This is an optimization exercise on Yosys and OpenROAD, whose aim is small area, a short achievable clock period and few clock cycles per item, not a production implementation.
Function was checked by simulation only, so behaviour that the tests miss may differ from the original.

## flow/design.v (module list and top-level ports; edited modules follow where they fit)
// module mm_mul_cs: 2539 lines
// module matmul_4x4_seq: 196 lines
module matmul_4x4_seq #(
  parameter int w         = 32,
  parameter int WIDTH_OUT = 2*w+2
) (
  input  logic                        clk,
  input  logic                        rst_n,
  input  logic                        in_valid,
  output logic                        in_ready,
  input  logic signed [w-1:0]         in_data,
  output logic                        out_valid,
  input  logic                        out_ready,
  output logic signed [WIDTH_OUT-1:0] out_data,
  output logic                        out_last,
  output logic                        busy
);
  // ...
==> flow/flow/run.sh <==
#!/bin/bash
set -o pipefail
export SETUP_SLACK_MARGIN=8.5
bash standard.sh > standard.log 2>&1
==> flow/standard.sh <==
#!/bin/bash
# synth_recipe.tcl (not shown) runs the flow's synth.tcl, then flattens the netlist and writes it again
# the make line also repeats each setting of config.mk as NAME=value (left out here)
make -C /OpenROAD-flow-scripts/flow DESIGN_CONFIG=/design/flow/config.mk WORK_HOME=/design/flow/orfs CLKGATE_MAP_FILE= SYNTH_SCRIPT=/design/flow/synth_recipe.tcl "${@:-finish}"
==> flow/config.mk <==
export PLATFORM = sky130hd
export DESIGN_NAME = matmul_4x4_seq
export DESIGN_NICKNAME = matmul_4x4_seq
export VERILOG_FILES = /design/flow/design.v
export SDC_FILE = /design/flow/constraint.sdc
export NUM_CORES = 4
export LEC_CHECK = 0
export CAP_MARGIN = 20
export CORE_MARGIN = 2
export CORE_UTILIZATION = 40
export SLEW_MARGIN = 20
==> flow/constraint.sdc <==
create_clock -name core_clock -period 12.0 [get_ports {clk}]
set_input_delay 2.4000 -clock core_clock [delete_from_list [all_inputs] [get_ports {clk}]]
set_output_delay 2.4000 -clock core_clock [all_outputs]
set_load 0.01 [all_outputs]
==> results.txt, run 1 <==
Outcome
* complete, no violations — status

Hold path
* 0 — Min-Delay Path Depth
* acc_q[0][0] — Hold Path Origin
* c1_q[0][0] — worst min-delay path endpoint
* register to register — Min-Delay Path Class

Logic synthesis
* 0.7596% — share of synthesized registers carrying an async set or reset
* 12.24k — Net Count, Synth
* 88 — count of distinct cell types in the synthesized netlist
* 1,631 — Post-synth EDFFs
* sky130_fd_sc_hd__edfxtp_1 38%, sky130_fd_sc_hd__fa_1 10%, sky130_fd_sc_hd__dfxtp_1 9.2% — most area-consuming cells after synthesis
* 2,238 — flip-flop and latch count after synthesis

Clocking
* 1,642 — post-cts repair resize count
* sky130_fd_sc_hd__clkbuf_16 — buffer cell driving the clock tree root
* 0.93 ns — clock latency at the later pin of the worst-skew pair

Global routing
* 30.75% — overall track demand over capacity in global routing
* 43.71% — GR met2 Demand/Resource

Final layout
* 65,620 sq um — area of combinational cells with multiple inputs
* 39.39% — register fraction of the total cell area
* 48.90% — post-layout utilization of the core
* 1,056 — max reg flops
* 1,631 x sky130_fd_sc_hd__edfxtp_1, 783 x sky130_fd_sc_hd__nand2_1, 766 x sky130_fd_sc_hd__inv_1 — highest-count cells in the layout ignoring fill and taps
* 155,700 sq um — Final Instance Area

Timing
* 0 — max-slew violation count
* yes — unrepaired setup endpoints after global routing
* 0.2336 GHz — timing-limited maximum frequency

Drt
* 100.9k — total via count in the routed design
* 0 — DRT antenna net count

Setup path
* adder cells — gate family responsible for the most delay along the worst path
* register — endpoint type of the worst setup path
* buf_12 > a221oi_2 > xor2_1 > fa_1 > inv_2 > fa_2 > fa_1 > inv_2 > fa_1 > inv_2 > fa_1 — cells traversed along the worst timing path
* 11 — number of logic stages on the critical path including buffering

Placed design
* 0.9959 — routability-driven placement congestion ratio
* 311.4 mm — placed wire-length estimate

Testbench counts, summed over its fixed seeds: cycles 3,272, jobs 64.
==> inputs of run 2 (changes only) <==
==> flow/run.sh (new file) <==
#!/bin/bash
# synth_recipe.tcl (not shown) runs the flow's synth.tcl, then flattens the netlist and writes it again
# the make line also repeats each setting of config.mk as NAME=value (left out here)
make -C /OpenROAD-flow-scripts/flow DESIGN_CONFIG=/design/flow/config.mk WORK_HOME=/design/flow/orfs CLKGATE_MAP_FILE= SYNTH_SCRIPT=/design/flow/synth_recipe.tcl finish
removed: flow/flow/run.sh
removed: flow/standard.sh
==> run 2 against run 1 <==
- final cell count is 3.2% lower
- first-iteration DRC count is 12% lower
- synthesized cell count stayed put
- design area is 9.1% lower
- register-to-register slack worse by 0.80 ns
- clock-buffer cell count is 22 lower
- fmax is 16% lower
- critical endpoint is now c1_q[0][36]
- still clean on timing, DRC and antenna
==> results.txt, run 2 <==
Outcome
* complete, no violations — status

Clocking
* 4 — maximum root-to-sink buffer count
* 4 — H-tree Lvls
* 2,238 — clk sink count
* 0 — hold-fix buffer count after cts
* built — CTS tree
* 0.97 ns — clock latency at the later pin of the worst-skew pair, +0.04 ns
* sky130_fd_sc_hd__clkbuf_16 — buffer cell driving the clock tree root
* 0 — post-CTS repair timing setup buffer count
* 0.06 ns — Worst-path clk slew
* 243 — total clock buffers created by CTS
* 0 — post-cts repair resize count, -100%

Floorplanning
* 40.25% — Initial Utilization
* 570.0 um — Die Span X
* 570.0 um — DIE HEIGHT
* 106 — number of top-level pins
* 324,900 sq um — Total Die Area
* 318,300 sq um — standard cell core area
* 207 — placement row count

Timing
* 0 — number of failing hold endpoints at the final stage
* 42.34% — fin crit share
* 0.3265 ns — worst hold slack
* 0 — Setup Viol. Count Final
* 0.09937 ns — setup skew after layout
* 0.1968 GHz — timing-limited maximum frequency, -16%
* 0 — max-slew violation count, unchanged
* no — unrepaired setup endpoints after global routing
* 13.69% — worst slew slack as a fraction of its limit
* 1.293 ns — actual transition at the worst max-transition pin
* 5.081 ns — post-layout minimum cycle time

Logic synthesis
* sky130_fd_sc_hd__edfxtp_1 — cell taking the most area after synthesis
* sky130_fd_sc_hd__edfxtp_1 38%, sky130_fd_sc_hd__fa_1 10%, sky130_fd_sc_hd__dfxtp_1 9.2% — most area-consuming cells after synthesis
* 38.23% — Yosys top cell area share
* 7.296% — post-synthesis xor/xnor area fraction
* 47.78% — share of synthesized area occupied by flip-flops and latches
* 0.7596% — share of synthesized registers carrying an async set or reset, unchanged
* 14.62% — share of synthesized cell area in full adder, half adder and majority cells
* 12.24k — Net Count, Synth, unchanged
* 17.28% — area fraction in compound gates after synthesis
* 11.11k — instance count of the mapped netlist
* compound AO/OA/AOI/OAI gates — dominant combinational cell family by area after synthesis
* 5.990% — simple-gate portion of the synthesized area
* 11.54 sq um — syn_area_per_cell
* 2,238 — flip-flop and latch count after synthesis, unchanged
* 1,631 — Post-synth EDFFs, unchanged
* 27 — number of synthesis warnings
* 1,631 x sky130_fd_sc_hd__edfxtp_1, 970 x sky130_fd_sc_hd__inv_1, 813 x sky130_fd_sc_hd__nand2_1 — cell types with the highest counts after synthesis
* sky130_fd_sc_hd__edfxtp_1 — most repeated cell in the gate-level netlist after synthesis
* 1.411% — share of synthesized area spent on multiplexers
* 88 — count of distinct cell types in the synthesized netlist, unchanged
* sky130_fd_sc_hd__edfxtp_1 — top flip-flop cell by instance count after synthesis
* 128,100 sq um — post-synthesis instance area

Setup path
* sky130_fd_sc_hd__edfxtp_1 — Crit-path slowest cell
* register — endpoint type of the worst setup path
* 5.87 ns — CP Data Arrival Time
* adder cells — gate family responsible for the most delay along the worst path
* buf_4 > a22o_1 > a221oi_1 > xor2_1 > fa_1 > inv_1 > fa_1 > inv_1 > fa_1 > fa_1 > inv_1 > fa_1 — cells traversed along the worst timing path
* register to register — critical path class
* 49 — maximum fanout along the worst path
* register — Startpoint Class
* 6.92 ns — worst-case register-to-register setup slack
* sky130_fd_sc_hd__fa_1 — Worst path most repeated cell
* m3_q[6] — FF-to-FF Start
* 4 — worst path buffer plus inverter count
* 12 — Worst R2R Path Depth
* 12.79 ns — data required time at the worst endpoint
* c1_q[0][36] — RR Endpoint
* 12 — number of logic stages on the critical path including buffering, +1
* 0.95 ns — peak per-stage delay on the critical path

Global routing
* 158 — pin count of the biggest net entering global routing
* 672.6 mm — global-route wire length before repair
* 0 — overflow left after global routing
* 94.53k — via count of the first global-routing pass
* 28.18% — overall track demand over capacity in global routing, -2.6 points
* 21 — number of antenna violations at the first check in global routing

Drt
* 95.29k — total via count in the routed design, -5.5%
* 13.22k — iteration-0 DRC count of the detailed router
* 466.7 mm — Total Wirelength
* 30.74 um — routed len/inst
* 0 — Residual DRC
* 13 — drt first pass iters
* 0 — DRT antenna net count, unchanged
* 6.277 — number of vias per cell

Final layout
* 29.05k — count of fill cells added during filler insertion
* 10.47% — Layout area overhead
* 1,631 x sky130_fd_sc_hd__edfxtp_1, 967 x sky130_fd_sc_hd__inv_1, 809 x sky130_fd_sc_hd__nand2_1 — highest-count cells in the layout ignoring fill and taps
* 59,790 sq um — area of combinational cells with multiple inputs, -8.9%
* 15.18k — post-route non-filler standard cell count
* c_q — register bank with the most flops
* 11.92k — nets@finish
* 61,250 sq um — total area of sequential cells
* c_q (1056), a_q (512) — biggest regs
* 1,056 — max reg flops, unchanged
* 7.725% — layout cell share with drive strength beyond 1
* sky130_fd_sc_hd__edfxtp_1 — most common cell after layout, fill and taps aside

Placed design
* 14.71k — cell count after placement
* 0.9989 — routability-driven placement congestion ratio, +0.30%
* 306.6 mm — placed wire-length estimate, -1.5%
* 105 — total of buffers placed on input and output ports

Hold path
* acc_q[0][0] — Hold Path Origin
* register to register — Min-Delay Path Class
* c1_q[0][0] — worst min-delay path endpoint
* 0 — Min-Delay Path Depth, unchanged

Run
* 0 — MaxCap Viol Count

[run 2: cell counts after synthesis]
No cell type changed its count.
[run 2: worst reg2reg max path, stage by stage (launching register included)]
cell	delay [ns]
sky130_fd_sc_hd__edfxtp_1	0.95
sky130_fd_sc_hd__buf_4	0.77
sky130_fd_sc_hd__a22o_1	0.30
sky130_fd_sc_hd__a221oi_1	0.06
sky130_fd_sc_hd__xor2_1	0.22
sky130_fd_sc_hd__fa_1	0.59
sky130_fd_sc_hd__inv_1	0.06
sky130_fd_sc_hd__fa_1	0.53
sky130_fd_sc_hd__inv_1	0.05
sky130_fd_sc_hd__fa_1	0.41
sky130_fd_sc_hd__fa_1	0.53
sky130_fd_sc_hd__inv_1	0.06
sky130_fd_sc_hd__fa_1	0.44
[run 2: area by class of cell]
class                      count  share of cell area (%)
antenna                       10                 0.01768
sequential                  2238                   43.27
clock inverter               140                   1.220
timing repair buffer         368                   2.252
multi-input combinational   6954                   42.24
tap                         4180                   3.695
inverter                     972                   2.585
clock buffer                 319                   4.713
[run 2: how the worst max path moves through the flow]
stage	start	to	slack, ns
6_report	m3_q[6]	c1_q[0][36]	6.92
4_1_cts	m3_q[9]	c1_q[0][38]	7.01
2_1_floorplan	out_ready	c_q[0][0]	-2.76
3_3_place_gp	out_ready	c_q[12][53]	6.22
3_5_place_dp	out_ready	c_q[8][54]	6.10
5_1_grt	c1_q[0][14]	c_q[3][65]	6.81
[run 2: cells by family after synthesis]
| logic type | count (synthesis) |
|---|---|
| multiplexers | 167 |
| XOR/XNOR | 1064 |
| AND/OR/NAND/NOR | 1689 |
| other | 1 |
| AO/OA/AOI/OAI | 2917 |
| flip-flops | 2238 |
| adder cells (fa/ha/maj) | 1116 |
| buffers and inverters | 1914 |
[run 2: metal layers]
metal  vias to the layer above  track usage [%]  part of all wire [%]
met5                         -           0.1041                 0.046
met4                        18            16.77                   7.3
met3                      1718            8.453                    11
met2                      6062            41.87                    43
met1                     47680            36.21                    39
li1                      39820                -                     -
[run 2: metrics by stage]
step           setup TNS, ns  instance area, sq um  worst slack [ns]  util, %
2_1_floorplan       -2909.33                128100            -2.755        -
3_3_place_gp               0                133100             6.221    41.81
3_5_place_dp               0                133100             6.104    41.82
4_1_cts                    0                141500             7.006    44.46
5_1_grt                    0                141500             6.811    44.46
6_report                   0                141500             6.919    44.47
==> module matmul_4x4_seq, before the edit <==
module matmul_4x4_seq #(
  parameter int w         = 32,
  parameter int WIDTH_OUT = 2*w+2
) (
  input  logic                        clk,
  input  logic                        rst_n,
  input  logic                        in_valid,
  output logic                        in_ready,
  input  logic signed [w-1:0]         in_data,
  output logic                        out_valid,
  input  logic                        out_ready,
  output logic signed [WIDTH_OUT-1:0] out_data,
  output logic                        out_last,
  output logic                        busy
);
  logic       in_ready_q, in_hs, out_hs;
  logic [4:0] ecnt_q;                    
  logic       out_valid_q, out_last_q, busy_q;
  logic [3:0] ocnt_q;                    
  logic       drain_left;                
  logic       go0, s0_free, is_b0, ph_next;
  logic        vs_q, vs_d;
  logic [4:0]  es_q;
  logic [31:0] ds_q;
  logic [31:0] d_in;
  logic [4:0]  e_in;
  logic        v0_q, ph0_q;
  logic [4:0]  e0_q;
  logic [31:0] d0_q;
  logic [10:0] neg0_q, m1_q, m2_q, m3_q, m4_q;   
  logic [10:0] neg_d, m1_d, m2_d, m3_d, m4_d;
  logic [34:0] bx;
  logic [31:0] a_op_q [2];               
  logic [33:0] a3_op_q [2];              
  logic [31:0] a_op_d [2];
  logic [33:0] a3_op_d [2];
  logic        v1_q, ph1_q, last1_q;
  logic [65:0] s1_q [2];
  logic [65:0] c1_q [2];
  logic [65:0] s_w [2];
  logic [65:0] c_w [2];
  logic [31:0] a_q [16];
  logic [65:0] c_q [4][4];
  logic [65:0] acc_q [2];                
  logic [65:0] acc_d [2];
  logic        pend;                     
  logic        kz_next;                  
  logic [65:0] new_c [2];
  logic [65:0] fill [4];
  logic [3:0]  row_en;
  logic        a_en, shift_all;
  assign in_hs  = in_valid && in_ready_q;
  assign out_hs = out_valid_q && out_ready;
  assign drain_left = out_valid_q && !(out_hs && out_last_q);
  assign is_b0      = e0_q[4];
  assign go0        = v0_q && !(is_b0 && e0_q[3:0] == 4'd0 && !ph0_q && out_valid_q);
  assign s0_free    = !v0_q || (go0 && (!is_b0 || ph0_q));
  assign vs_d       = s0_free ? 1'b0 : (vs_q || in_hs);
  assign d_in       = vs_q ? ds_q : in_data;
  assign e_in       = vs_q ? es_q : ecnt_q;
  assign ph_next    = s0_free ? 1'b0 : (go0 || ph0_q);
  assign kz_next    = s0_free ? (e_in[3:2] == 2'd0) : (e0_q[3:2] == 2'd0);
  assign pend       = v1_q && (ph1_q == ph_next);
  always_ff @(posedge clk or negedge rst_n) begin
    if (!rst_n) begin
      in_ready_q  <= 1'b1;
      ecnt_q      <= '0;
      vs_q        <= 1'b0;
      v0_q        <= 1'b0;
      ph0_q       <= 1'b0;
      v1_q        <= 1'b0;
      out_valid_q <= 1'b0;
      out_last_q  <= 1'b0;
      ocnt_q      <= '0;
      busy_q      <= 1'b0;
    end else begin
      if (in_hs) ecnt_q <= ecnt_q + 5'd1;
      vs_q       <= vs_d;
      in_ready_q <= !vs_d;
      if (s0_free) begin
        v0_q  <= vs_q || in_hs;
        ph0_q <= 1'b0;
      end else if (go0) begin
        ph0_q <= 1'b1;
      end
      v1_q <= go0 && is_b0;
      if (in_hs && ecnt_q == 5'd31) busy_q <= 1'b1;
      else if (out_hs && out_last_q) busy_q <= 1'b0;
      if (v1_q && last1_q) begin
        out_valid_q <= 1'b1;
        out_last_q  <= 1'b0;
        ocnt_q      <= '0;
      end else if (out_hs) begin
        ocnt_q     <= ocnt_q + 4'd1;
        out_last_q <= (ocnt_q == 4'd14);
        if (out_last_q) out_valid_q <= 1'b0;
      end
    end
  end
  always_comb begin
    bx = {{2{d_in[31]}}, d_in, 1'b0};
    for (int i = 0; i < 11; i++) begin
      m1_d[i]  = ~(bx[3*i+3] ^ bx[3*i+2]) & (bx[3*i+1] ^ bx[3*i]);
      m2_d[i]  = (bx[3*i+2] & ~bx[3*i+1] & ~bx[3*i]) | (~bx[3*i+2] & bx[3*i+1] & bx[3*i]);
      m3_d[i]  = (bx[3*i+3] ^ bx[3*i+2]) & (bx[3*i+1] ^ bx[3*i]);
      m4_d[i]  = bx[3*i+3] ? (~bx[3*i+2] & ~bx[3*i+1] & ~bx[3*i]) : (bx[3*i+2] & bx[3*i+1] & bx[3*i]);
      neg_d[i] = bx[3*i+3] & ~(bx[3*i+2] & bx[3*i+1] & bx[3*i]);
    end
  end
  always_ff @(posedge clk) begin
    if (s0_free) begin
      e0_q   <= e_in;
      d0_q   <= d_in;
      neg0_q <= neg_d;
      m1_q   <= m1_d;
      m2_q   <= m2_d;
      m3_q   <= m3_d;
      m4_q   <= m4_d;
    end
    if (!s0_free && !vs_q) begin
      es_q <= ecnt_q;
      ds_q <= in_data;
    end
  end
  assign a_en = v0_q && (!is_b0 || (e0_q[1:0] == 2'd3 && ph0_q));
  always_ff @(posedge clk) begin
    if (a_en) begin
      for (int p = 0; p < 15; p++) a_q[p] <= a_q[p+1];
      a_q[15] <= d0_q;
    end
  end
  for (genvar m = 0; m < 2; m++) begin : g_op
    logic [33:0] t_hi, t_sh, t_lo;
    assign t_hi = {{2{a_q[4*m+8][31]}}, a_q[4*m+8]} + {a_q[4*m+8][31], a_q[4*m+8], 1'b0};
    assign t_sh = {{2{a_q[4*m+1][31]}}, a_q[4*m+1]} + {a_q[4*m+1][31], a_q[4*m+1], 1'b0};
    assign t_lo = {{2{a_q[4*m][31]}},   a_q[4*m]}   + {a_q[4*m][31],   a_q[4*m],   1'b0};
    assign a_op_d[m]  = ph_next ? a_q[4*m+8] : (a_en ? a_q[4*m+1] : a_q[4*m]);
    assign a3_op_d[m] = ph_next ? t_hi : (a_en ? t_sh : t_lo);
    assign acc_d[m]   = kz_next ? '0 :
                        ph_next ? (pend ? c_q[m+2][1] : c_q[m+2][0]) : (pend ? c_q[m][1] : c_q[m][0]);
  end
  always_ff @(posedge clk) begin
    for (int m = 0; m < 2; m++) begin
      a_op_q[m]  <= a_op_d[m];
      a3_op_q[m] <= a3_op_d[m];
      acc_q[m]   <= acc_d[m];
    end
  end
  for (genvar m = 0; m < 2; m++) begin : g_mul
    mm_mul_cs u_mul (
      .a   (a_op_q[m]),
      .a3  (a3_op_q[m]),
      .neg (neg0_q),
      .s1  (m1_q),
      .s2  (m2_q),
      .s3  (m3_q),
      .s4  (m4_q),
      .acc (acc_q[m]),
      .s   (s_w[m]),
      .c   (c_w[m])
    );
  end
  always_ff @(posedge clk) begin
    ph1_q   <= ph0_q;
    last1_q <= (e0_q == 5'd31) && ph0_q;
    for (int m = 0; m < 2; m++) begin
      s1_q[m]  <= s_w[m];
      c1_q[m]  <= c_w[m];
    end
  end
  for (genvar m = 0; m < 2; m++) begin : g_acc
    assign new_c[m] = s1_q[m] + c1_q[m];
  end
  assign shift_all = out_hs;
  assign row_en[0] = shift_all || (v1_q && !ph1_q);
  assign row_en[1] = shift_all || (v1_q && !ph1_q);
  assign row_en[2] = shift_all || (v1_q && ph1_q);
  assign row_en[3] = shift_all || (v1_q && ph1_q);
  assign fill[0]   = v1_q ? new_c[0] : c_q[1][0];
  assign fill[1]   = v1_q ? new_c[1] : c_q[2][0];
  assign fill[2]   = v1_q ? new_c[0] : c_q[3][0];
  assign fill[3]   = v1_q ? new_c[1] : '0;
  always_ff @(posedge clk) begin
    for (int i = 0; i < 4; i++) begin
      if (row_en[i]) begin
        for (int r = 0; r < 3; r++) c_q[i][r] <= c_q[i][r+1];
        c_q[i][3] <= fill[i];
      end
    end
  end
  assign in_ready  = in_ready_q;
  assign out_valid = out_valid_q;
  assign out_data  = c_q[0][0];
  assign out_last  = out_last_q;
  assign busy      = busy_q;
endmodule
==> inputs of run 3 (changes only) <==
--- a/flow/design.v
+++ b/flow/design.v
@@ -2586,8 +2586,5 @@
   logic [31:0] a_q [16];
   logic [65:0] c_q [4][4];
-  logic [65:0] acc_q [2];                
-  logic [65:0] acc_d [2];
-  logic        pend;                     
-  logic        kz_next;                  
+  logic [65:0] acc [2];                  
   logic [65:0] new_c [2];
   logic [65:0] fill [4];
@@ -2604,6 +2601,4 @@
   assign e_in       = vs_q ? es_q : ecnt_q;
   assign ph_next    = s0_free ? 1'b0 : (go0 || ph0_q);
-  assign kz_next    = s0_free ? (e_in[3:2] == 2'd0) : (e0_q[3:2] == 2'd0);
-  assign pend       = v1_q && (ph1_q == ph_next);
   always_ff @(posedge clk or negedge rst_n) begin
     if (!rst_n) begin
@@ -2681,6 +2676,4 @@
     assign a_op_d[m]  = ph_next ? a_q[4*m+8] : (a_en ? a_q[4*m+1] : a_q[4*m]);
     assign a3_op_d[m] = ph_next ? t_hi : (a_en ? t_sh : t_lo);
-    assign acc_d[m]   = kz_next ? '0 :
-                        ph_next ? (pend ? c_q[m+2][1] : c_q[m+2][0]) : (pend ? c_q[m][1] : c_q[m][0]);
   end
   always_ff @(posedge clk) begin
@@ -2688,7 +2681,9 @@
       a_op_q[m]  <= a_op_d[m];
       a3_op_q[m] <= a3_op_d[m];
-      acc_q[m]   <= acc_d[m];
     end
   end
+  for (genvar m = 0; m < 2; m++) begin : g_accin
+    assign acc[m] = (e0_q[3:2] == 2'd0) ? '0 : (ph0_q ? c_q[m+2][0] : c_q[m][0]);
+  end
   for (genvar m = 0; m < 2; m++) begin : g_mul
     mm_mul_cs u_mul (
@@ -2700,5 +2695,5 @@
       .s3  (m3_q),
       .s4  (m4_q),
-      .acc (acc_q[m]),
+      .acc (acc[m]),
       .s   (s_w[m]),
       .c   (c_w[m])
==> flow/flow/run.sh (new file) <==
#!/bin/bash
set -o pipefail
export SETUP_SLACK_MARGIN=7.9
bash standard.sh > standard.log 2>&1
==> flow/standard.sh (new file) <==
#!/bin/bash
# synth_recipe.tcl (not shown) runs the flow's synth.tcl, then flattens the netlist and writes it again
# the make line also repeats each setting of config.mk as NAME=value (left out here)
make -C /OpenROAD-flow-scripts/flow DESIGN_CONFIG=/design/flow/config.mk WORK_HOME=/design/flow/orfs CLKGATE_MAP_FILE= SYNTH_SCRIPT=/design/flow/synth_recipe.tcl "${@:-finish}"
removed: flow/run.sh
==> run 3 against run 2 <==
- highest routed layer unchanged
- clock-buffer cell count is 37 lower
- sequential cell count is 132 lower
- core utilization is 1.8 points higher
- still clean
- worst setup slack better by 0.92 ns
==> results.txt, run 3 <==
Final layout
* c_q — register bank with the most flops
* c_q (1056), a_q (512) — biggest regs
* 27.52k — count of fill cells added during filler insertion, -5.3%
* 13.26% — layout cell share with drive strength beyond 1, +5.5 points
* 14.69k — post-route non-filler standard cell count, -3.2%
* 11.53k — nets@finish, -3.3%
* 46.26% — post-layout utilization of the core, +1.8 points
* 15.28% — Layout area overhead
* 1,056 — max reg flops, unchanged
* sky130_fd_sc_hd__edfxtp_1 — most common cell after layout, fill and taps aside
* 1,631 x sky130_fd_sc_hd__edfxtp_1, 888 x sky130_fd_sc_hd__inv_1, 667 x sky130_fd_sc_hd__xnor2_1 — highest-count cells in the layout ignoring fill and taps

Clocking
* 2,106 — clk sink count, -5.9%
* 4 — maximum root-to-sink buffer count, unchanged
* 225 — total clock buffers created by CTS, -7.4%
* built — CTS tree
* 0.97 ns — clock latency at the later pin of the worst-skew pair, about the same
* 0 — hold-fix buffer count after cts, unchanged
* sky130_fd_sc_hd__clkbuf_16 — buffer cell driving the clock tree root
* 4 — H-tree Lvls, unchanged
* 0.06 ns — Worst-path clk slew, about the same

Setup path
* 7.83 ns — worst-case register-to-register setup slack, +0.92 ns
* register — endpoint type of the worst setup path
* 12.83 ns — data required time at the worst endpoint, +0.04 ns
* register to register — critical path class
* 4.99 ns — CP Data Arrival Time, -0.88 ns
* m3_q[0] — FF-to-FF Start
* 10 — maximum fanout along the worst path, -80%
* 13 — Worst R2R Path Depth, +1
* c1_q[0][34] — RR Endpoint
* register — Startpoint Class

Timing
* yes — unrepaired setup endpoints after global routing
* 0 ns — sum of negative setup slack, unchanged
* 0 — Setup Viol. Count Final, unchanged
* 34.71% — fin crit share, -7.6 points
* 0.2401 GHz — timing-limited maximum frequency, +22%
* 7.835 ns — worst setup margin, +0.9158 ns
* 4.165 ns — post-layout minimum cycle time, -0.9158 ns
* 0.1077 ns — setup skew after layout, +0.008307 ns
* 0 — max-slew violation count, unchanged
* 12.41% — worst slew slack as a fraction of its limit, -1.3 points
* 1.303 ns — actual transition at the worst max-transition pin, +0.009844 ns
* 0 — number of failing hold endpoints at the final stage, unchanged
* 0.3595 ns — worst hold slack, +0.03299 ns

Drt
* 89.50k — total via count in the routed design, -6.1%
* 12.96k — iteration-0 DRC count of the detailed router, -2.0%
* 0 — Residual DRC, unchanged
* 28.40 um — routed len/inst, -7.6%
* 417.2 mm — Total Wirelength, -11%
* 6.092 — number of vias per cell, -2.9%
* 0 — DRT antenna net count, unchanged
* 14 — drt first pass iters, +1

Hold path
* a_q[3][23] — Hold Path Origin
* a_q[2][23] — worst min-delay path endpoint
* 0 — Min-Delay Path Depth, unchanged
* register to register — Min-Delay Path Class

Global routing
* 27 — number of antenna violations at the first check in global routing, +29%
* 88.08k — via count of the first global-routing pass, -6.8%
* 0 — overflow left after global routing, unchanged
* 25.74% — overall track demand over capacity in global routing, -2.4 points
* 594.8 mm — global-route wire length before repair, -12%
* 204 — pin count of the biggest net entering global routing, +29%

Logic synthesis
* sky130_fd_sc_hd__edfxtp_1 40%, sky130_fd_sc_hd__fa_1 10%, sky130_fd_sc_hd__dfxtp_1 7.5% — most area-consuming cells after synthesis
* 1,631 — Post-synth EDFFs, unchanged
* 0.8072% — share of synthesized registers carrying an async set or reset, +0.048 points
* 15.31% — share of synthesized cell area in full adder, half adder and majority cells, +0.69 points
* 5.338% — simple-gate portion of the synthesized area, -0.65 points
* 1,631 x sky130_fd_sc_hd__edfxtp_1, 932 x sky130_fd_sc_hd__inv_1, 693 x sky130_fd_sc_hd__xnor2_1 — cell types with the highest counts after synthesis
* 25 — number of synthesis warnings, -7.4%
* 122,500 sq um — post-synthesis instance area, -4.4%
* compound AO/OA/AOI/OAI gates — dominant combinational cell family by area after synthesis
* 7.589% — post-synthesis xor/xnor area fraction, +0.29 points
* 11.70 sq um — syn_area_per_cell, +1.4%
* 16.74% — area fraction in compound gates after synthesis, -0.53 points
* 94 — count of distinct cell types in the synthesized netlist, +6.8%
* 2,106 — flip-flop and latch count after synthesis, -5.9%
* 47.81% — share of synthesized area occupied by flip-flops and latches, about the same
* sky130_fd_sc_hd__edfxtp_1 — most repeated cell in the gate-level netlist after synthesis
* 10.47k — instance count of the mapped netlist, -5.7%
* 11.61k — Net Count, Synth, -5.2%
* 1.730% — share of synthesized area spent on multiplexers, +0.32 points
* sky130_fd_sc_hd__edfxtp_1 — top flip-flop cell by instance count after synthesis
* 39.98% — Yosys top cell area share, +1.8 points
* sky130_fd_sc_hd__edfxtp_1 — cell taking the most area after synthesis

Floorplanning
* 305,300 sq um — standard cell core area, -4.1%
* 203 — placement row count, -1.9%
* 310,700 sq um — Total Die Area, -4.4%
* 557.4 um — DIE HEIGHT, -2.2%
* 557.4 um — Die Span X, -2.2%
* 106 — number of top-level pins, unchanged
* 40.13% — Initial Utilization, -0.12 points

Placed design
* 268.8 mm — placed wire-length estimate, -12%
* 105 — total of buffers placed on input and output ports, unchanged
* 14.03k — cell count after placement, -4.7%
* 0.9629 — routability-driven placement congestion ratio, -3.6%
* 6.176 ns — post-placement worst setup slack, +0.07171 ns

Outcome
* complete, no violations — status

Run
* 0 — MaxCap Viol Count, unchanged

run 3: cell types whose count changed in the layout (fill, tap and decap cells not counted), moves of 79 or more:
cell                       delta
sky130_fd_sc_hd__a211oi_1   -133
sky130_fd_sc_hd__a221oi_2   +152
sky130_fd_sc_hd__a221oi_1   -175
sky130_fd_sc_hd__a311oi_1   -136
sky130_fd_sc_hd__and3_1     -136
sky130_fd_sc_hd__inv_1       -79
sky130_fd_sc_hd__dfxtp_1    -145
sky130_fd_sc_hd__fa_1       -112
sky130_fd_sc_hd__nor2_1      +86
sky130_fd_sc_hd__nand2_1    -185
sky130_fd_sc_hd__fa_2       +112
run 3: kinds of logic (layout without fill, tap and decap cells):
logic type / count (synthesis) / count (layout)
and+or+nand+nor: 1470 / 1471
buffers and inverters: 1785 / 1891
adders and majority gates: 1118 / 1118
muxes: 202 / 202
AOI/OAI and AO/OA: 2730 / 2730
xor gates and xnor gates: 1060 / 1060
DFF: 2106 / 2106
other: 1 / 13
run 3: what timing repair did:
action | CTS | global route
cloned | 35 | 16
buffers inserted | 130 | 53
pin swaps | 82 | 202
resized for setup | 555 | 368
endpoints found under the setup margin | 773 | 369
run 3: metrics by stage:
step                area, sq um
finish                   141200
global route             141200
CTS                      138900
detailed placement       127200
global placement         127200
floorplan                122600
run 3: worst max-delay path by stage:
stage / cells past startpoint / to / slack [ns] / start
finish: 13 / c1_q[0][34] / 7.83 / m3_q[0]
global route: 12 / c1_q[0][41] / 7.72 / m1_q[4]
CTS: 12 / c1_q[0][38] / 7.79 / m4_q[5]
detailed placement: 6 / c_q[3][11] / 6.18 / out_ready
global placement: 6 / c_q[7][12] / 6.25 / out_ready
floorplan: 5 / c_q[0][0] / 2.14 / v1_q
run 3: area by class of cell:
type	count	area [sq um]	area share, %
repair buffers	538	6644	4.704
clock buffers	282	6050	4.283
clock inverters	137	1500	1.062
well taps	4100	5130	3.632
diodes	12	30.03	0.02126
multi-input cells	6582	59720	42.28
flip-flops and latches	2106	58640	41.52
inverters	934	3518	2.491
run 3: layer usage:
metal	part of all wire, %	GRT usage (%)	routed length [um]	vias to the layer above
li1	-	-	-	37940
met1	40	34.89	169000	44240
met2	42	37.54	173800	5747
met3	12	8.403	51380	1555
met4	5.5	11.10	22810	18
met5	0.055	0	230	-
run 3: critical path, cell delays in order (launching register included):
cell and delay, ns:
sky130_fd_sc_hd__edfxtp_1 0.38, sky130_fd_sc_hd__buf_6 0.17, sky130_fd_sc_hd__buf_12 0.16, sky130_fd_sc_hd__or4_4 0.59
sky130_fd_sc_hd__buf_4 0.18, sky130_fd_sc_hd__nand2_2 0.10, sky130_fd_sc_hd__xnor2_4 0.17, sky130_fd_sc_hd__xnor2_2 0.16
sky130_fd_sc_hd__xor2_2 0.26, sky130_fd_sc_hd__fa_2 0.50, sky130_fd_sc_hd__fa_2 0.36, sky130_fd_sc_hd__fa_1 0.53
sky130_fd_sc_hd__inv_2 0.04, sky130_fd_sc_hd__fa_1 0.42
Testbench counts of run 3, summed over its fixed seeds: cycles 3,272, jobs 64.
==> inputs of run 4 (changes only) <==
--- a/flow/design.v
+++ b/flow/design.v
@@ -2595,5 +2595,5 @@
   assign drain_left = out_valid_q && !(out_hs && out_last_q);
   assign is_b0      = e0_q[4];
-  assign go0        = v0_q && !(is_b0 && e0_q[3:0] == 4'd0 && !ph0_q && out_valid_q);
+  assign go0        = v0_q && !(is_b0 && e0_q[3:0] == 4'd0 && !ph0_q && drain_left);
   assign s0_free    = !v0_q || (go0 && (!is_b0 || ph0_q));
   assign vs_d       = s0_free ? 1'b0 : (vs_q || in_hs);
==> run 4 against run 3 <==
- still clean
- die area shrank 0.15%
- worst hold slack lost 0.012 ns
- clock skew grew 0.0012 ns
- core utilization grew 0.59 points
- sequential cell count is the same
- routed wire length grew 5.3%
- highest routed layer unchanged
==> results.txt, run 4 <==
Outcome
* complete, no violations — status

Drt
* 178.0 mm — met2 WL post-DR, +2.4%
* 17 — drt first pass iters, +3
* 6.140 — number of vias per cell, +0.78%
* 90.55k — total via count in the routed design, +1.2%
* 29.80 um — routed len/inst, +4.9%
* 0 — Residual DRC, unchanged
* 177.5 mm — Met1 Routed Length, +5.0%
* 439.5 mm — Total Wirelength, +5.3%
* 0 — DRT antenna net count, unchanged
* 13.43k — iteration-0 DRC count of the detailed router, +3.6%
* met5 — uppermost layer routed
* 55.77 mm — Routed met3 length, +8.6%

Logic synthesis
* 0.8072% — share of synthesized registers carrying an async set or reset, unchanged
* 47.88% — share of synthesized area occupied by flip-flops and latches, +0.073 points
* 122,300 sq um — post-synthesis instance area, -0.15%
* 40.04% — Yosys top cell area share, +0.061 points
* sky130_fd_sc_hd__edfxtp_1 — cell taking the most area after synthesis
* 100 — count of distinct cell types in the synthesized netlist, +6.4%
* sky130_fd_sc_hd__edfxtp_1 — most repeated cell in the gate-level netlist after synthesis
* 25 — number of synthesis warnings, unchanged
* 1,631 x sky130_fd_sc_hd__edfxtp_1, 928 x sky130_fd_sc_hd__inv_1, 706 x sky130_fd_sc_hd__xnor2_1 — cell types with the highest counts after synthesis
* 11.58k — Net Count, Synth, -0.28%
* 11.72 sq um — syn_area_per_cell, +0.16%
* 10.44k — instance count of the mapped netlist, -0.32%
* 1,631 — Post-synth EDFFs, unchanged
* 2,106 — flip-flop and latch count after synthesis, unchanged
* sky130_fd_sc_hd__edfxtp_1 40%, sky130_fd_sc_hd__fa_1 10%, sky130_fd_sc_hd__dfxtp_1 7.5% — most area-consuming cells after synthesis
* sky130_fd_sc_hd__edfxtp_1 — top flip-flop cell by instance count after synthesis

Clocking
* 0.06 ns — Worst-path clk slew, about the same
* 227 — total clock buffers created by CTS, +0.89%
* 4 — H-tree Lvls, unchanged
* 0 — hold-fix buffer count after cts, unchanged
* 0.95 ns — clock latency at the later pin of the worst-skew pair, -0.02 ns
* built — CTS tree
* sky130_fd_sc_hd__clkbuf_16 — buffer cell driving the clock tree root
* 4 — maximum root-to-sink buffer count, unchanged
* 2,106 — clk sink count, unchanged

Final layout
* 1,056 — max reg flops, unchanged
* 59,770 sq um — area of combinational cells with multiple inputs, about the same
* 15.19% — layout cell share with drive strength beyond 1, +1.9 points
* 14.75k — post-route non-filler standard cell count, +0.39%
* 27.06k — count of fill cells added during filler insertion, -1.7%
* 1,631 x sky130_fd_sc_hd__edfxtp_1, 861 x sky130_fd_sc_hd__inv_1, 676 x sky130_fd_sc_hd__xnor2_1 — highest-count cells in the layout ignoring fill and taps
* 58,680 sq um — total area of sequential cells, about the same
* c_q — register bank with the most flops
* 16.84% — Layout area overhead
* 11.58k — nets@finish, +0.50%
* c_q (1056), a_q (512) — biggest regs
* sky130_fd_sc_hd__edfxtp_1 — most common cell after layout, fill and taps aside

Run
* 0 — MaxCap Viol Count, unchanged

Setup path
* buf_6 > buf_12 > buf_12 > a22o_1 > a221oi_4 > xnor2_2 > fa_1 > fa_2 > inv_2 > fa_2 > fa_1 > inv_2 > fa_2 — cells traversed along the worst timing path
* 7.75 ns — worst-case register-to-register setup slack, -0.09 ns
* 7 — maximum fanout along the worst path, -3
* register — Startpoint Class
* 5.10 ns — CP Data Arrival Time, +0.11 ns
* 12.84 ns — data required time at the worst endpoint, about the same
* 0.62 ns — peak per-stage delay on the critical path, +0.03 ns
* 13 — Worst R2R Path Depth, unchanged
* sky130_fd_sc_hd__fa_2 — Crit-path slowest cell
* register — endpoint type of the worst setup path
* m4_q[0] — FF-to-FF Start
* sky130_fd_sc_hd__fa_2 — Worst path most repeated cell
* register to register — critical path class
* c1_q[1][29] — RR Endpoint

Global routing
* 26 — number of antenna violations at the first check in global routing, -3.7%
* 27.25% — overall track demand over capacity in global routing, +1.5 points
* 88.78k — via count of the first global-routing pass, +0.79%
* 162 — pin count of the biggest net entering global routing, -21%
* 0 — overflow left after global routing, unchanged
* 621.6 mm — global-route wire length before repair, +4.5%

Floorplanning
* 310,300 sq um — Total Die Area, -0.15%
* 40.10% — Initial Utilization, about the same
* 557.0 um — Die Span X, about the same
* 106 — number of top-level pins, unchanged
* 203 — placement row count, unchanged
* 557.0 um — DIE HEIGHT, about the same
* 305,000 sq um — standard cell core area, about the same

Hold path
* register to register — Min-Delay Path Class
* c_q[9][26] — worst min-delay path endpoint
* 0 — Min-Delay Path Depth, unchanged
* c_q[10][26] — Hold Path Origin

Placed design
* 275.3 mm — placed wire-length estimate, +2.4%
* 6.127 ns — post-placement worst setup slack, -0.04851 ns
* 0.9566 — routability-driven placement congestion ratio, -0.65%
* 105 — total of buffers placed on input and output ports, unchanged
* 14.01k — cell count after placement, -0.086%

Timing
* 0.3477 ns — worst hold slack, -0.01182 ns
* yes — unrepaired setup endpoints after global routing
* 7.746 ns — worst setup margin, -0.08924 ns
* 0 ns — sum of negative setup slack, unchanged
* 0.1089 ns — setup skew after layout, +0.001221 ns
* 21.74% — worst slew slack as a fraction of its limit, +9.3 points
* 0 — max-slew violation count, unchanged
* 0 — Setup Viol. Count Final, unchanged
* 35.45% — fin crit share, +0.74 points
* 0.2351 GHz — timing-limited maximum frequency, -2.1%
* 1.174 ns — actual transition at the worst max-transition pin, -0.1288 ns
* 0 — number of failing hold endpoints at the final stage, unchanged
* 4.254 ns — post-layout minimum cycle time, +0.08924 ns

[run 4: cell families (layout without fill, tap and decap cells)]
family	Yosys count	count (layout)	synth area share, %
buf+inv	1777	1973	5.459
simple gates	1483	1485	5.426
flops	2106	2106	47.88
fa+ha+maj	1118	1118	15.33
other cells	1	12	0.003066
xor+xnor	1056	1056	7.561
mux	205	205	1.766
compound gates	2693	2693	16.57
[run 4: final cells by class]
| type | count | share of cell area [%] |
|---|---|---|
| Multi-Input combinational cell | 6558 | 41.82 |
| Sequential cell | 2106 | 41.05 |
| Timing Repair Buffer | 622 | 5.666 |
| Clock buffer | 269 | 4.148 |
| Tap cell | 4100 | 3.589 |
| Inverter | 930 | 2.453 |
| Clock inverter | 152 | 1.254 |
| Antenna cell | 11 | 0.01926 |
[run 4: repair_timing]
item | in CTS | in global routing
gates cloned | 54 | 19
gates resized for setup | 666 | 437
buffers inserted | 154 | 75
setup endpoints to repair | 833 | 394
pin swaps | 124 | 260
[run 4: metrics by stage]
stage	utilization (%)	cell area, sq um
6_report	46.86	142900
3_5_place_dp	41.69	127200
2_1_floorplan	-	122400
3_3_place_gp	41.68	127100
4_1_cts	45.96	140200
5_1_grt	46.85	142900
[run 4: critical path, delay by kind of cell (launching register included)]
family / cells / cell delay [ns]
buffers and inverters: 5 / 0.56
flip-flops: 1 / 0.38
XOR/XNOR: 1 / 0.22
AO/OA/AOI/OAI: 2 / 0.47
adder cells (fa/ha/maj): 5 / 2.52
[run 4: worst max-delay path by stage]
stage               startpoint             end  slack [ns]  cells after the start
CTS                    m3_q[5]     c1_q[0][37]        7.80                     12
detailed placement   out_ready     c_q[11][10]        6.13                      5
global placement     out_ready  a3_op_q[1][26]        6.25                      8
finish                 m4_q[0]     c1_q[1][29]        7.75                     13
floorplan                 v1_q       c_q[0][0]        2.18                      5
global route           m3_q[5]     c1_q[0][31]        7.71                     14
[run 4: metal layers]
layer,track usage [%],vias up
li1,-,38000
met1,36.66,44730
met2,38.73,6056
met3,9.530,1755
met4,13.45,14
met5,0.7873,-
Testbench counts of run 4, summed over its fixed seeds: cycles 3,216, jobs 64.

==> port drivers added, routing unchanged <==
The flow's constraints put no driver on any port. The routed layouts listed below were extracted and timed again, unchanged, in two steps. Step 1 assumes that a clkbuf_16 drives the clock port and a buf_2 every other input. Step 2 also shifts input and output timing later by t, the mid clock arrival at the registers, as if the neighbouring blocks saw the same clock. Slacks: ideal ports / drivers / drivers and shift; pairs: ideal ports / drivers.
run	t (ns)	setup slack, ns	worst setup path at the end	worst register clock-pin slew, ns
run 1	1.009	7.719 / 7.719 / 7.505	input to register	0.07 / 0.07
run 2	1.022	6.919 / 6.919 / 6.030	input to register	0.07 / 0.07
run 3	1.024	7.835 / 7.830 / 7.056	input to register	0.08 / 0.08
run 4	1.008	7.746 / 7.746 / 7.021	input to register	0.07 / 0.07
After both steps setup and hold are still met in every run listed. The setup slack of run 2, which loses most, moves by 0.000 ns with the drivers and by -0.889 ns with both steps.
